What follows belongs to an exercise in optimizing a design on an open flow for small area and a short achievable clock period; a production flow would make more cautious choices. Only simulation tests tie the RTL to the original design; equivalence was not proved. Power and IR drop assume default switching activity. The flow treats the clock pin as an ideal source, which a real chip does not have.

## rev 12
==> flow/design.v (excerpt) <==
module data_mem_responder #(
  parameter int DEPTH       = 64,
  parameter int WAIT_CYCLES = 2
) (
  input  logic        CLK,
  input  logic        Reset,
  input  logic        req,
  input  logic        we,
  input  logic [31:0] addr,
  input  logic [31:0] wdata,
  input  logic [3:0]  be,
  output logic [31:0] rdata,
  output logic        ack,
  output logic        err,
  output logic        busy
);
For scale: about 4400 cells after synthesis, about 110 I/O pins.
export LEC_CHECK = 0
export CAP_MARGIN = 20
export CORE_MARGIN = 2
export CORE_UTILIZATION = 60
export SETUP_SLACK_MARGIN = 2.6
export SLEW_MARGIN = 20
create_clock -name core_clock -period 4.6 [get_ports {CLK}]
standard.sh (not shown) runs the stock make flow with config.mk's settings and CLKGATE_MAP_FILE= SYNTH_SCRIPT=/design/flow/synth_recipe.tcl, a recipe that flattens the netlist after the stock synthesis.
==> flow/flow/run.sh <==
#!/bin/bash
# Layout flow: the standard ORFS flow (standard.sh), with two changes:
#  * port buffers are plain buffers (buf_2) instead of the delay cell buffer_ports picks;
#  * CTS clusters up to 30 sinks within 80 um per leaf buffer and adds no dummy load
#    cells to balance leaf nets.
# ORFS writes each step's full log under orfs/logs/; make's own output goes to standard.log.
set -euo pipefail
export BUFFER_PORTS_ARGS="-buffer_cell sky130_fd_sc_hd__buf_2"
export CTS_ARGS="-sink_clustering_enable -repair_clock_nets -dont_use_dummy_load -sink_clustering_size 30 -sink_clustering_max_diameter 80"
bash standard.sh > standard.log 2>&1
The following lists how rev 13 was set up differently from rev 12:
==> flow/flow/run.sh <==
#!/bin/bash
# Layout flow: the standard ORFS flow (standard.sh), with two changes:
#  * port buffers are plain buffers (buf_2) instead of the delay cell buffer_ports picks;
#  * CTS clusters up to 25 sinks within 80 um per leaf buffer and adds no dummy load
#    cells to balance leaf nets.
# ORFS writes each step's full log under orfs/logs/; make's own output goes to standard.log.
set -euo pipefail
export BUFFER_PORTS_ARGS="-buffer_cell sky130_fd_sc_hd__buf_2"
export CTS_ARGS="-sink_clustering_enable -repair_clock_nets -dont_use_dummy_load -sink_clustering_size 25 -sink_clustering_max_diameter 80"
bash standard.sh > standard.log 2>&1
==> notes.md <==
- The capturing element of the worst setup path comes out ack in one run and rdata[2] in the other, namely in rev 12 and rev 13 respectively.
- Going from rev 12 to rev 13, net load switching power +about 1.8%; power drawn by the clock network +7.7%; cell count ~0 delta; final worst setup slack ~0 delta.


nickel:
data_mem_responder, a different RTL version from the one above (not shown whole).
For scale: roughly 3,700 cells after synthesis, roughly 2,200 flip-flops, roughly 110 I/O pins.
Settings: LEC_CHECK=0, CAP_MARGIN=20, CORE_MARGIN=2, CORE_UTILIZATION=60, CTS_CLUSTER_DIAMETER=80, CTS_CLUSTER_SIZE=25, SETUP_SLACK_MARGIN=2.6, SLEW_MARGIN=20; clock period 4.6 ns.
==> flow/flow/run.sh <==
#!/bin/bash
# Layout flow: the standard ORFS flow (standard.sh), with two changes:
#  * port buffers are plain buffers (buf_2) instead of the delay cell buffer_ports picks;
#  * CTS adds no dummy load cells to balance leaf nets.
# ORFS writes each step's full log under orfs/logs/; make's own output goes to standard.log.
set -euo pipefail
export BUFFER_PORTS_ARGS="-buffer_cell sky130_fd_sc_hd__buf_2"
export CTS_ARGS="-sink_clustering_enable -repair_clock_nets -dont_use_dummy_load"
bash standard.sh > standard.log 2>&1
The following lists how harbor was set up differently from nickel:
Settings: a deleted CTS_CLUSTER_DIAMETER that had been 80; a change of SETUP_SLACK_MARGIN from 2.6 to 2.5; a deleted CTS_CLUSTER_SIZE that had been 25.
==> flow/run.sh (new file) <==
#!/bin/bash
# synth_recipe.tcl (not shown) runs the flow's synth.tcl, then flattens the netlist and writes it again
# the make line also repeats each setting of config.mk as NAME=value (left out here)
make -C /OpenROAD-flow-scripts/flow DESIGN_CONFIG=/design/flow/config.mk WORK_HOME=/design/flow/orfs CLKGATE_MAP_FILE= SYNTH_SCRIPT=/design/flow/synth_recipe.tcl finish
removed: flow/flow/run.sh
removed: flow/standard.sh
## What came out
Looking at total power of the final layout across nickel and harbor, the one that comes out higher is harbor. harbor completed; timing, DRC and antenna clean. Classification of the worst-slack hold path = reg -> reg: harbor; classification of the worst-slack hold path = in -> async: nickel. The standard cell with the maximum stage delay on the critical path comes out sky130_fd_sc_hd__dfrtp_2 in one run and sky130_fd_sc_hd__dfrtp_1 in the other, namely in nickel and harbor respectively. harbor vs. nickel: initial antenna violation count went down; clock-cell share of area shows an increase of 2.5 points; maximum frequency went down by about 0.33%.
Modified inputs, willow compared to harbor
Settings: SETUP_SLACK_MARGIN now 3.0, was 2.5.
==> flow/flow/run.sh (new file) <==
#!/bin/bash
# Layout flow: the standard ORFS flow (standard.sh), with two changes:
#  * port buffers are plain buffers (buf_2) instead of the delay cell buffer_ports picks;
#  * CTS clusters up to 25 sinks within 80 um per leaf buffer and adds no dummy load
#    cells to balance leaf nets.
# ORFS writes each step's full log under orfs/logs/; make's own output goes to standard.log.
set -euo pipefail
export BUFFER_PORTS_ARGS="-buffer_cell sky130_fd_sc_hd__buf_2"
export CTS_ARGS="-sink_clustering_enable -repair_clock_nets -dont_use_dummy_load -sink_clustering_size 25 -sink_clustering_max_diameter 80"
bash standard.sh > standard.log 2>&1
==> flow/standard.sh (new file) <==
#!/bin/bash
# synth_recipe.tcl (not shown) runs the flow's synth.tcl, then flattens the netlist and writes it again
# the make line also repeats each setting of config.mk as NAME=value (left out here)
make -C /OpenROAD-flow-scripts/flow DESIGN_CONFIG=/design/flow/config.mk WORK_HOME=/design/flow/orfs CLKGATE_MAP_FILE= SYNTH_SCRIPT=/design/flow/synth_recipe.tcl "${@:-finish}"
removed: flow/run.sh
Results
Having completed the whole flow, willow delivered a layout that passed the timing, design-rule and antenna checks.
Final-layout clock buffer total came out lower on willow than on harbor.
Of harbor and willow, harbor shows the lower vias per cell, with willow above it.
Diff harbor -> willow | ratio of total power to cell area | decrease of about 23%
Number of CTS-inserted buffers, harbor and willow: lower on willow
Of harbor and willow, willow shows the higher post-synthesis to final-layout area growth, with harbor below it.


Setup of run A:
data_mem_responder again, from the RTL that the note above started with.
==> flow/config.mk <==
export PLATFORM = sky130hd
export DESIGN_NAME = data_mem_responder
export DESIGN_NICKNAME = data_mem_responder
export VERILOG_FILES = /design/flow/design.v
export SDC_FILE = /design/flow/constraint.sdc
export NUM_CORES = 4
export LEC_CHECK = 0
export CAP_MARGIN = 20
export CORE_MARGIN = 2
export CORE_UTILIZATION = 72
export CTS_CLUSTER_DIAMETER = 80
export CTS_CLUSTER_SIZE = 25
export SETUP_SLACK_MARGIN = 2.6
export SLEW_MARGIN = 20
==> flow/constraint.sdc <==
create_clock -name core_clock -period 4.6 [get_ports {CLK}]
set_input_delay 0.9200 -clock core_clock [delete_from_list [all_inputs] [get_ports {CLK}]]
set_output_delay 0.9200 -clock core_clock [all_outputs]
set_load 0.01 [all_outputs]
==> flow/flow/run.sh <==
#!/bin/bash
# Layout flow: the standard ORFS flow (standard.sh), with two changes:
#  * port buffers are plain buffers (buf_2) instead of the delay cell buffer_ports picks;
#  * CTS adds no dummy load cells to balance leaf nets.
# ORFS writes each step's full log under orfs/logs/; make's own output goes to standard.log.
set -euo pipefail
export BUFFER_PORTS_ARGS="-buffer_cell sky130_fd_sc_hd__buf_2"
export CTS_ARGS="-sink_clustering_enable -repair_clock_nets -dont_use_dummy_load"
bash standard.sh > standard.log 2>&1
Run A closes out successfully: all stages finished, all timing, DRC and antenna checks passed.
Edits applied to the flow inputs when going from run A to run B:
Settings: clearing CTS_CLUSTER_DIAMETER, which used to be 80; clearing CTS_CLUSTER_SIZE, which used to be 25; swapping 2.6 for 1.8 in SETUP_SLACK_MARGIN; swapping 72 for 60 in CORE_UTILIZATION.
==> flow/run.sh (new file) <==
#!/bin/bash
# synth_recipe.tcl (not shown) runs the flow's synth.tcl, then flattens the netlist and writes it again
# the make line also repeats each setting of config.mk as NAME=value (left out here)
make -C /OpenROAD-flow-scripts/flow DESIGN_CONFIG=/design/flow/config.mk WORK_HOME=/design/flow/orfs CLKGATE_MAP_FILE= SYNTH_SCRIPT=/design/flow/synth_recipe.tcl finish
removed: flow/flow/run.sh
removed: flow/standard.sh
Findings:
- Run B ended up with a higher routed wire length than run A did.
- Going from run A to run B, initial cell density of the core shrinks by 12 points.
- Critical path depth: run B vs run A, no meaningful difference
- dfrtp_1 as the master of the slowest instance on the critical path was reported by run A, and clkdlybuf4s50_1 by run B.
- In run B, the design area came out 1000 um2 above the value in run A.
- The core of run B is less densely filled than that of run A.
- Lower placed wire-length estimate after detailed placement among run B and run A: run A
> inputs changed (run B -> run C)
Settings: changing SETUP_SLACK_MARGIN from 1.8 to 2.6.
==> flow/flow/run.sh (new file) <==
#!/bin/bash
# Layout flow: the standard ORFS flow (standard.sh), with two changes:
#  * port buffers are plain buffers (buf_2) instead of the delay cell buffer_ports picks;
#  * CTS clusters up to 20 sinks within 60 um per leaf buffer and adds no dummy load
#    cells to balance leaf nets.
# ORFS writes each step's full log under orfs/logs/; make's own output goes to standard.log.
set -euo pipefail
export BUFFER_PORTS_ARGS="-buffer_cell sky130_fd_sc_hd__buf_2"
export CTS_ARGS="-sink_clustering_enable -repair_clock_nets -dont_use_dummy_load -sink_clustering_size 20 -sink_clustering_max_diameter 60"
bash standard.sh > standard.log 2>&1
==> flow/standard.sh (new file) <==
#!/bin/bash
# synth_recipe.tcl (not shown) runs the flow's synth.tcl, then flattens the netlist and writes it again
# the make line also repeats each setting of config.mk as NAME=value (left out here)
make -C /OpenROAD-flow-scripts/flow DESIGN_CONFIG=/design/flow/config.mk WORK_HOME=/design/flow/orfs CLKGATE_MAP_FILE= SYNTH_SCRIPT=/design/flow/synth_recipe.tcl "${@:-finish}"
removed: flow/run.sh
### Flow results
- Final cell area: run C below run B
- Sequential share of layout area was lower in run B than in run C.
- For run C, the cell with the largest stage delay on the worst path was dfrtp_2, unlike run B, where it was clkdlybuf4s50_1.
- Diff run B -> run C: number of buffers created by CTS went down about 30%; final period demand of the worst path now smaller.
- Changes observed in run C relative to run B: global-route wire length before repair down 2900 um, net switching component of the power down about 14%.

[what the ideal ports hide]
How much do the figures lean on ideal ports? The routed layouts below were timed once more, with nothing changed but the port constraints. Step 1 (the two cells are an assumption about what drives the block):
set clk [get_ports {CLK}]
set_driving_cell -lib_cell sky130_fd_sc_hd__clkbuf_16 $clk
set_driving_cell -lib_cell sky130_fd_sc_hd__buf_2 [delete_from_list [all_inputs] $clk]
Step 2 adds t to the input delays and takes it off the output delays; t is the mean of the earliest and latest rising clock arrival at the registers after step 1. Input paths then give back, and output paths get back, about the clock's delay inside the block. Three values: no drivers, after step 1, after step 2; two values: the first two.
run	shift t [ns]	setup WS [ns]	hold WS [ns]	worst slew at a driven data input, ns
rev 12	0.760	2.370 / 2.296 / 2.060	0.312 / 0.312 / 0.312	0.16
rev 13	0.762	2.373 / 2.299 / 2.039	0.287 / 0.287 / 0.287	0.18
nickel	0.827	2.298 / 2.228 / 2.158	0.128 / 0.087 / 0.301	0.15
harbor	0.845	2.291 / 2.217 / 1.917	0.307 / 0.307 / 0.307	0.12
willow	0.772	2.314 / 2.242 / 2.305	0.231 / 0.180 / 0.306	0.09
run A	0.815	2.336 / 2.262 / 2.195	0.256 / 0.238 / 0.256	0.14
run B	0.832	1.853 / 1.787 / 1.917	0.304 / 0.304 / 0.304	0.11
run C	0.790	2.332 / 2.265 / 2.192	0.163 / 0.125 / 0.305	0.15
After both steps every run listed still meets setup and hold. For harbor, which loses most, drivers alone change the setup slack by -0.074 ns; drivers and shift together by -0.374 ns.
